Source: an optimization exercise on an open RTL-to-GDS flow (aim: small area and a short achievable clock period). Production flows keep margins and buffers that such runs may drop. Function was not checked in any run shown here: the RTL went through the layout flow alone.

==> design/flow/design.v <==
`default_nettype none
package fft_types_pkg;
	localparam int SAMPLE_W = 16;
	typedef logic signed [SAMPLE_W-1:0] sample_t;
	localparam int ACC_W = 32;
	typedef logic signed [ACC_W-1:0] acc_t;
	localparam int MAX_LOG2_POINTS = 4;
	localparam int MIN_LOG2_POINTS = 2;
	localparam logic CAP_IDLE = 1'b0;
	localparam logic CAP_COLLECT = 1'b1;
endpackage
`default_nettype wire
`default_nettype none
package fft_twiddle_pkg;
	localparam int FRAC_BITS = 13;
	localparam int TWIDDLE_COUNT = 8;
	localparam logic [16*TWIDDLE_COUNT-1:0] TWIDDLE_RE = {
		16'hE270,
		16'hE95F,
		16'hF3C1,
		16'h0000,
		16'h0C3F,
		16'h16A1,
		16'h1D90,
		16'h2000
	};
	localparam logic [16*TWIDDLE_COUNT-1:0] TWIDDLE_IM = {
		16'hF3C1,
		16'hE95F,
		16'hE270,
		16'hE000,
		16'hE270,
		16'hE95F,
		16'hF3C1,
		16'h0000
	};
endpackage
`default_nettype wire
`default_nettype none
module fft_top (
	input wire clk,
	input wire rst_n,
	input wire stb,
	input wire sop_in,
	input wire [15:0] x_re,
	input wire [15:0] x_im,
	output wire valid_out,
	output wire sop_out,
	output wire [15:0] y_re,
	output wire [15:0] y_im
);
	reg coll;
	reg [2:0] m;
	reg xv;
	reg [2:0] xm;
	reg [12:1] ph;
	reg vo, so;
	wire [2:0] idx = coll ? m : 3'd0;
	wire acc = stb & (coll | sop_in);
	wire ph0 = xv & (xm == 3'd7);
	always @(posedge clk or negedge rst_n) begin
		if (!rst_n) begin
			coll <= 1'b0;
			m <= 3'd0;
			xv <= 1'b0;
			xm <= 3'd0;
			ph <= 12'd0;
			vo <= 1'b0;
			so <= 1'b0;
		end else begin
			xv <= acc;
			xm <= idx;
			if (acc) begin
				coll <= (idx != 3'd7);
				m <= idx + 3'd1;
			end
			ph <= {ph[11:1], ph0};
			vo <= |ph[12:5];
			so <= ph[5];
		end
	end
	assign valid_out = vo;
	assign sop_out = so;
	reg [15:0] xr, xi;
	always @(posedge clk) begin
		xr <= x_re;
		xi <= x_im;
	end
	reg [63:0] lo_r, lo_i, hi_r, hi_i;
	reg [15:0] p1r, p1i, f1r, f1i;
	reg w2;
	wire lo_sh = xv | ph[1];
	always @(posedge clk) begin
		if (ph[2]) begin
			p1r <= hi_r[32 +: 16];
			p1i <= hi_i[32 +: 16];
		end else if (ph[3]) begin
			p1r <= hi_r[48 +: 16];
			p1i <= hi_i[48 +: 16];
		end else if (lo_sh) begin
			p1r <= lo_r[32 +: 16];
			p1i <= lo_i[32 +: 16];
		end else begin
			p1r <= lo_r[48 +: 16];
			p1i <= lo_i[48 +: 16];
		end
		if (ph0 | ph[1]) begin
			f1r <= lo_r[0 +: 16];
			f1i <= lo_i[0 +: 16];
		end else if (ph[2]) begin
			f1r <= hi_i[0 +: 16];
			f1i <= ~hi_r[0 +: 16];
		end else if (ph[3]) begin
			f1r <= hi_i[16 +: 16];
			f1i <= ~hi_r[16 +: 16];
		end else begin
			f1r <= x_re;
			f1i <= x_im;
		end
		w2 <= ph[2] | ph[3];
	end
	wire [16:0] sr = {p1r[15], p1r} + {f1r[15], f1r};
	wire [16:0] dr = {p1r[15], p1r} + ~{f1r[15], f1r} + 17'd1;
	wire [16:0] si = {p1i[15], p1i} + {f1i[15], f1i} + {16'd0, w2};
	wire [16:0] di = {p1i[15], p1i} + ~{f1i[15], f1i} + {16'd0, ~w2};
	wire [15:0] a1r = {sr[16], sr[14:0]};
	wire [15:0] b1r = {dr[16], dr[14:0]};
	wire [15:0] a1i = {si[16], si[14:0]};
	wire [15:0] b1i = {di[16], di[14:0]};
	always @(posedge clk) begin
		if (lo_sh) begin
			lo_r <= {lo_r[47:0], xm[2] ? a1r : xr};
			lo_i <= {lo_i[47:0], xm[2] ? a1i : xi};
		end
	end
	always @(posedge clk) begin
		if (xv & xm[2]) begin
			hi_r <= {hi_r[47:0], b1r};
			hi_i <= {hi_i[47:0], b1i};
		end
	end
	reg [47:0] al_r, al_i;
	reg [79:0] bl_r, bl_i;
	always @(posedge clk) begin
		al_r <= {al_r[31:0], a1r};
		al_i <= {al_i[31:0], a1i};
		bl_r <= {bl_r[63:0], b1r};
		bl_i <= {bl_i[63:0], b1i};
	end
	reg [15:0] tqr, tqi;
	always @(posedge clk) begin
		tqr <= ph[3] ? a1r : bl_r[16 +: 16];
		tqi <= ph[3] ? a1i : bl_i[16 +: 16];
	end
	wire [19:0] er = {{4{tqr[15]}}, tqr};
	wire [19:0] ei = {{4{tqi[15]}}, tqi};
	reg [16:0] uu, uv;
	reg [19:0] uu5, uv5;
	always @(posedge clk) begin
		uu <= {tqr[15], tqr} + {tqi[15], tqi};
		uv <= {tqi[15], tqi} - {tqr[15], tqr};
		uu5 <= er + (er << 2) + ei + (ei << 2);
		uv5 <= ei + (ei << 2) - er - (er << 2);
	end
	function automatic [29:0] mulc(input [16:0] v, input [19:0] v5);
		reg [29:0] e, e5;
		begin
			e = {{13{v[16]}}, v};
			e5 = {{10{v5[19]}}, v5};
			mulc = (e5 << 10) + (e5 << 5) + (e << 9) + e;
		end
	endfunction
	wire [29:0] pu = mulc(uu, uu5);
	wire [29:0] pv = mulc(uv, uv5);
	wire [16:0] fu = pu[29:13];
	wire [16:0] fv = pv[29:13];
	wire nu = |uu[12:0];
	wire nv = |uv[12:0];
	reg [15:0] p2r, p2i;
	reg [16:0] f2r, f2i;
	reg crb, cia, cib;
	reg cc;
	always @(posedge clk) begin
		if (ph[4]) begin
			p2r <= al_r[32 +: 16];
			p2i <= al_i[32 +: 16];
			f2r <= {al_r[31], al_r[16 +: 16]};
			f2i <= {al_i[31], al_i[16 +: 16]};
			crb <= 1'b1;
			cia <= 1'b0;
			cib <= 1'b1;
		end else if (ph[5]) begin
			p2r <= al_r[0 +: 16];
			p2i <= al_i[0 +: 16];
			f2r <= fu;
			f2i <= fv;
			crb <= ~nu;
			cia <= 1'b0;
			cib <= ~nv;
		end else if (ph[6]) begin
			p2r <= bl_r[64 +: 16];
			p2i <= bl_i[64 +: 16];
			f2r <= {bl_i[63], bl_i[48 +: 16]};
			f2i <= ~{bl_r[63], bl_r[48 +: 16]};
			crb <= 1'b1;
			cia <= 1'b1;
			cib <= 1'b0;
		end else begin
			p2r <= bl_r[32 +: 16];
			p2i <= bl_i[32 +: 16];
			f2r <= fv;
			f2i <= ~fu;
			crb <= ~nv;
			cia <= ~nu;
			cib <= 1'b0;
		end
		cc <= ph[4] | ph[5] | ph[6] | ph[7];
	end
	wire [17:0] e2r = {{2{p2r[15]}}, p2r};
	wire [17:0] e2i = {{2{p2i[15]}}, p2i};
	wire [17:0] g2r = {f2r[16], f2r};
	wire [17:0] g2i = {f2i[16], f2i};
	wire [17:0] ar = e2r + g2r;
	wire [17:0] br = e2r + ~g2r + {17'd0, crb};
	wire [17:0] ai = e2i + g2i + {17'd0, cia};
	wire [17:0] bi = e2i + ~g2i + {17'd0, cib};
	reg [63:0] xl_r, xl_i;
	reg [15:0] yr, yi;
	always @(posedge clk) begin
		xl_r <= {xl_r[47:0], br[17], br[14:0]};
		xl_i <= {xl_i[47:0], bi[17], bi[14:0]};
		yr <= cc ? {ar[17], ar[14:0]} : xl_r[48 +: 16];
		yi <= cc ? {ai[17], ai[14:0]} : xl_i[48 +: 16];
	end
	assign y_re = yr;
	assign y_im = yi;
endmodule
`default_nettype wire
==> design/flow/run.sh <==
#!/bin/bash
# synth_recipe.tcl (not shown) runs the flow's synth.tcl, then flattens the netlist and writes it again
# the make line also repeats each setting of config.mk as NAME=value (left out here)
make -C /OpenROAD-flow-scripts/flow DESIGN_CONFIG=/design/flow/config.mk WORK_HOME=/design/flow/orfs CLKGATE_MAP_FILE= SYNTH_SCRIPT=/design/flow/synth_recipe.tcl finish
==> design/flow/config.mk <==
export PLATFORM = sky130hd
export DESIGN_NAME = fft_top
export DESIGN_NICKNAME = fft_top
export VERILOG_FILES = /design/flow/design.v
export SDC_FILE = /design/flow/constraint.sdc
export NUM_CORES = 4
export LEC_CHECK = 0
export CAP_MARGIN = 20
export CORE_MARGIN = 2
export CORE_UTILIZATION = 40
export SETUP_SLACK_MARGIN = 5
export SLEW_MARGIN = 20
==> design/flow/constraint.sdc <==
create_clock -name core_clock -period 8.0 [get_ports {clk}]
set_input_delay 1.6000 -clock core_clock [delete_from_list [all_inputs] [get_ports {clk}]]
set_output_delay 1.6000 -clock core_clock [all_outputs]
set_load 0.01 [all_outputs]
==> flow_summary.yaml, run 1 <==
synthesis:
  synth_seq_cells: 958
  async_flop_share_pct: 2.19
  yosys_warnings: 1
  syn-num-nets: 4145
  synth_area_um2: 40700
  synth.area.top_cells: "dfxtp_1, edfxtp_1, ha_1, fa_1, a21oi_1"
  synth_edf_count: 256
  synth_top_cell_area_share_pct: 33.5
  synth-seq-area-share_pct: 53.7
  syn_avg_cell_area_um2: 11.0
  ys_top_cells_by_count: "dfxtp_1, inv_1, a21oi_1, nand2_1, ha_1"
  netlist_instances: 3703
  ys.flop_type: "dfxtp_1"
  yosys.area.top_type: "dfxtp_1"
  synth_most_common_cell: "dfxtp_1"
  yosysUniqueCellTypes: 88
setup_path:
  worstSetupPathType: "flip-flop to flip-flop"
  worstPathArrival_ns: 4.31
  crit_fanout: 4
  crit_required_ns: 8.55
  cp-end-kind: "flip-flop"
  r2r_end: "f2i[12]"
  critPathLaunchType: "flip-flop"
  worst-r2r-cell-count: 15
  r2r_setup_slack_ns: 4.24
  worstSetupStartpoint: "uv5[0]"
  r2r-start: "uv5[0]"
floorplan:
  die-height_um: 323
  io_pins: 70
  die_width_um: 323
  coreArea_um2: 100000
  die_area_um2: 104000
  start_util_pct: 40.5
  std_cell_rows: 116
grt:
  first_global_vias: 25800
  antenna_found_initial: 2
  grt_first_pass_wirelength_um: 148000
  grt_usage_pct: 18.5
  grt_max_degree: 77
  grt_overflow_total: 0
layout:
  drive_gt1_share_pct: 17.4
  stdcell_count: 5325
  final_core_util_pct: 48.5
  area_growth_pct: 19.9
  layout.nets: 4326
  stdcell_area_um2: 48800
timing:
  fin_setup_tns_ns: 0
  fin_skew_ns: 0.0266
  setup-violations-final: 0
  max_freq_ghz: 0.266
  slew_violations: 0
  layout_setup_ws_ns: 4.24
  max-slew-margin-rel_pct: 28.5
  fin_crit_sh_pct: 47.0
  hold_viol: 0
  fin_crit_ns: 3.76
  rsz0062_at_grt: "true"
  tightestPinTransition_ns: 1.06
  fin_hold_ws_ns: 0.324
route:
  via_per_inst: 4.91
  drc: 0
  wirelength_um: 96600
  ant_nets: 0
  drt-initial-drc-count: 1733
  via_count: 26100
  dr.pass1.iters: 6
  wire_per_inst_um: 18.1
place:
  place.gp.congestion: 0.883
  place_ws_ns: 4.05
  port-buffer-count: 69
  place_area_um2: 43100
  place_hpwl_um: 70300
  dpl.cell_count: 5023
clock_tree:
  clk_pin_slew_ns: 0.06
  cts_buffers: 96
  root_buffer: "clkbuf_16"
  cts_tree: "yes"
  clock_path_buffers: 3
  clock-sinks: 958
  htreeDepth: 3
  holdBufCountCts: 0
  clock_latency_ns: 0.68
min_path:
  hold_class: "flip-flop to flip-flop"
  holdPathStages: 0
  hold_start: "xl_i[16]"
  holdPathEnd: "xl_i[32]"
outcome:
  outcome: "no timing/DRC/antenna violations"
run:
  drv_cap: 0
==> per-layer routing <==
layer / global-route usage, % / up-vias / share of wire (%)
li1: - / 12900 / -
met1: 26.7 / 12500 / 49
met2: 28.5 / 546 / 44
met3: 3.40 / 155 / 4.7
met4: 4.80 / 2 / 2.4
met5: 0 / - / 0.012
==> area by class of cell <==
cell class              count  area, µm²
diodes                      3       7.51
fillers                  9087      51700
multi-input cells        2222      18700
inverters                 402       1540
clock inverters            28        293
well taps                1357       1700
clock buffers             151       2920
flip-flops and latches    958      21900
repair buffers            204       1720
==> sequential cells by signal (all words and copies together), names as in the netlist, 17 cells and up <==
signal  count
xl_r       64
bl_r       80
lo_i       64
f2i        17
xl_i       64
lo_r       64
bl_i       80
hi_r       64
al_r       45
f2r        17
hi_i       64
uu5        19
al_i       48
uv5        20
==> cell families after synthesis <==
group	after synthesis	share of synthesized area [%]
AO/OA/AOI/OAI	780	11.8
XOR/XNOR	160	3.45
adder cells (fa/ha/maj)	406	15.2
buffers and inverters	524	4.84
flip-flops	958	53.7
multiplexers	97	2.46
AND/OR/NAND/NOR	778	8.53
==> placed cells by master (no fill, tap or decap), drive strengths merged, types with 24 or more instances in the layout <==
cell type      Yosys  layout
inv              402     403
mux2              24      24
a21o              24      24
edfxtp           256     256
nor3              49      49
a21oi            308     308
clkbuf           106     151
o21ai            217     217
nand3             31      31
nor2b             35      35
a31oi             25      25
fa               144     144
nand2b            30      30
buf               16     136
nor2             252     252
dlygate4sd2        0      33
mux2i             73      73
dfxtp            681     681
ha               262     262
clkdlybuf4s50      0      35
xor2              38      38
nand2            283     283
xnor2            122     122
==> critical path, cell delays in order (launching register included) <==
cell and delay (ns):
dfxtp_4 0.37, inv_6 0.04, fa_1 0.50, inv_1 0.05
fa_1 0.44, ha_1 0.28, o21a_1 0.19, o211a_1 0.24
a221oi_4 0.23, buf_6 0.15, a2bb2oi_4 0.19, o211a_1 0.20
o21bai_1 0.09, xor2_1 0.25, mux2i_1 0.11, a221o_1 0.31
==> worst max path at each step <==
| stage | end | slack, ns | cells past startpoint |
|---|---|---|---|
| floorplan | f2r[10] | 4.34 | 14 |
| global route | f2i[12] | 4.09 | 15 |
| detailed placement | f2i[12] | 4.05 | 14 |
| finish | f2i[12] | 4.24 | 15 |
| CTS | f2i[12] | 4.25 | 15 |
| global placement | f2r[10] | 4.13 | 14 |
==> timing repair <==
item	in CTS	in global routing
gates resized for setup	255	143
setup endpoints to repair	229	122
buffers inserted	87	32
cloned	1	0
pin swaps	167	131
==> run 2: changes to the inputs <==
--- a/design/flow/config.mk
+++ b/design/flow/config.mk
@@ -8,5 +8,4 @@
 export CAP_MARGIN = 20
 export CORE_MARGIN = 2
 export CORE_UTILIZATION = 40
-export SETUP_SLACK_MARGIN = 5
 export SLEW_MARGIN = 20
==> run 2 against run 1 <==
Effect of this change: non-clock buffer count down 118; setup slack worse by 0.60 ns; count of clock-buffer cells in the layout down 9; fmax down 14%; flip-flop and latch count unchanged; clock skew down 0.0055 ns; register-to-register slack worse by 0.60 ns.
==> flow_summary.yaml, run 2 <==
outcome:
  outcome: "no timing/DRC/antenna violations"
synthesis:
  yosys.area.top_type: "dfxtp_1"
  synth_seq_cells: 958
  synth_area_um2: 40700
  synth_edf_count: 256
  ys.flop_type: "dfxtp_1"
  syn_avg_cell_area_um2: 11.0
  yosys_warnings: 1
  yosysUniqueCellTypes: 88
  netlist_instances: 3703
  synth_most_common_cell: "dfxtp_1"
  synth_top_cell_area_share_pct: 33.5
  syn-num-nets: 4145
  async_flop_share_pct: 2.19
  synth-seq-area-share_pct: 53.7
  ys_top_cells_by_count: "dfxtp_1, inv_1, a21oi_1, nand2_1, ha_1"
  synth.area.top_cells: "dfxtp_1, edfxtp_1, ha_1, fa_1, a21oi_1"
grt:
  first_global_vias: 24900
  antenna_found_initial: 1
  grt_max_degree: 122
  grt_first_pass_wirelength_um: 141000
  grt_overflow_total: 0
  grt_usage_pct: 17.5
timing:
  hold_viol: 0
  max-slew-margin-rel_pct: 32.3
  fin_skew_ns: 0.0211
  max_freq_ghz: 0.229
  fin_crit_ns: 4.36
  rsz0062_at_grt: "false"
  setup-violations-final: 0
  fin_crit_sh_pct: 54.5
  tightestPinTransition_ns: 1.02
  layout_setup_ws_ns: 3.64
  slew_violations: 0
  fin_setup_tns_ns: 0
layout:
  final_cell_mix: "dfxtp_1, inv_1, a21oi_1"
  layout.nets: 4208
  area_growth_pct: 13.2
  stdcell_area_um2: 46000
  final_core_util_pct: 45.8
  final_common_cell: "dfxtp_1"
  reg.largest.list: "bl_i x80, bl_r x80"
  drive_gt1_share_pct: 6.29
floorplan:
  start_util_pct: 40.5
  die_area_um2: 104000
  die-height_um: 323
  std_cell_rows: 116
  coreArea_um2: 100000
  io_pins: 70
  die_width_um: 323
route:
  wire_per_inst_um: 17.3
  dr.pass1.iters: 8
  drt-initial-drc-count: 1542
  via_count: 25300
  wirelength_um: 90000
  via_per_inst: 4.87
  drc: 0
  ant_nets: 0
clock_tree:
  htreeDepth: 3
  cts_tree: "yes"
  ctsResizeCount: 0
  cts_buffers: 97
  clock_latency_ns: 0.67
  clock-sinks: 958
  clk_pin_slew_ns: 0.06
  holdBufCountCts: 0
  clock_path_buffers: 3
  root_buffer: "clkbuf_16"
  postCtsSetupBuffers: 0
place:
  place_hpwl_um: 66500
  place_ws_ns: 3.63
  place_area_um2: 42800
  place.gp.congestion: 0.890
  port-buffer-count: 69
setup_path:
  worstPathArrival_ns: 4.98
  r2r-start: "uv[16]"
  r2r_end: "f2r[10]"
  worstSetupPathType: "flip-flop to flip-flop"
  critPathLaunchType: "flip-flop"
  crit_required_ns: 8.61
  cp-endpoint: "f2r[10]"
  r2r_setup_slack_ns: 3.64
  worst-r2r-cell-count: 14
  cp-end-kind: "flip-flop"
  crit_fanout: 9
  worstSetupStartpoint: "uv[16]"
run:
  drv_cap: 0
min_path:
  hold_class: "flip-flop to flip-flop"
[run 2: metrics by stage]
step                instances  hold slack, ns
global route             5203           0.318
finish                   5204           0.311
floorplan                3703           0.310
detailed placement       5024           0.312
CTS                      5203           0.307
global placement         5024           0.310
[run 2: worst min path at each step]
stage	from	end	slack (ns)	depth (start not counted)
after floorplan	bl_i[0]	bl_i[16]	0.31	0
after global placement	xl_i[25]	xl_i[41]	0.31	0
after detailed placement	bl_i[0]	bl_i[16]	0.31	0
after CTS	xl_r[40]	xl_r[56]	0.31	0
after global routing	xl_r[40]	xl_r[56]	0.32	0
final	xl_r[41]	xl_r[57]	0.31	0
[run 2: area by class of cell]
class | count | area, µm²
Clock inverter | 37 | 388
Clock buffer | 142 | 2880
Timing Repair Buffer | 86 | 831
Fill cell | 9374 | 54400
Tap cell | 1357 | 1700
Antenna cell | 1 | 2.50
Multi-Input combinational cell | 2221 | 16800
Inverter | 402 | 1510
Sequential cell | 958 | 21900
[run 2: logic make-up (layout without fill, tap and decap cells)]
kind of cell               Yosys count  count (layout)  synth area share (%)
DFF                                958             958                  53.7
buffers and inverters              524             667                  4.84
muxes                               97              97                  2.46
xor gates and xnor gates           160             160                  3.45
other                                0               1                     0
AOI/OAI and AO/OA                  780             780                  11.8
adders and majority gates          406             406                  15.2
and+or+nand+nor                    778             778                  8.53
[run 2: per-layer routing]
layer | global-route usage, % | vias to the layer above | share of wire (%)
li1 | - | 12700 | -
met2 | 27.1 | 503 | 43
met4 | 4.79 | 0 | 2.2
met5 | 0 | - | 0
met1 | 25.4 | 12000 | 50
met3 | 2.64 | 131 | 4.6
[run 2: critical path, stage by stage, from the launching register on]
cell and delay [ns]:
dfxtp_1 0.49, inv_1 0.33, fa_1 0.56, fa_1 0.52, inv_1 0.04, ha_1 0.36, and4_1 0.25, and3_1 0.18
a41o_1 0.23, a2111oi_1 0.55, o21bai_1 0.13, xor2_1 0.18, nand2_1 0.07, a221oi_1 0.29, a21o_1 0.12

afterwards: timing with drivers on the ports:
The flow's constraints put no driver on any port. The routed layouts listed below were extracted and timed again, unchanged, in two steps. Step 1, drivers: a clkbuf_16 drives clk and a buf_2 each remaining input, both assumed. Step 2 moves the port delays by t, midway between the first and last clock arrival at a register: inputs arrive t later, outputs are due t later. That takes back most of the time a late clock gives input paths. Three values: ideal ports, drivers, drivers and shift; two values: the first two.
run	t (ns)	setup slack, ns	worst setup path after step 2	latest minus earliest clock arrival (ns)
run 1	0.736	4.240 / 4.240 / 4.240	register to register	0.031 / 0.031
run 2	0.728	3.636 / 3.636 / 3.636	register to register	0.021 / 0.021
After both steps every run listed still meets setup and hold.
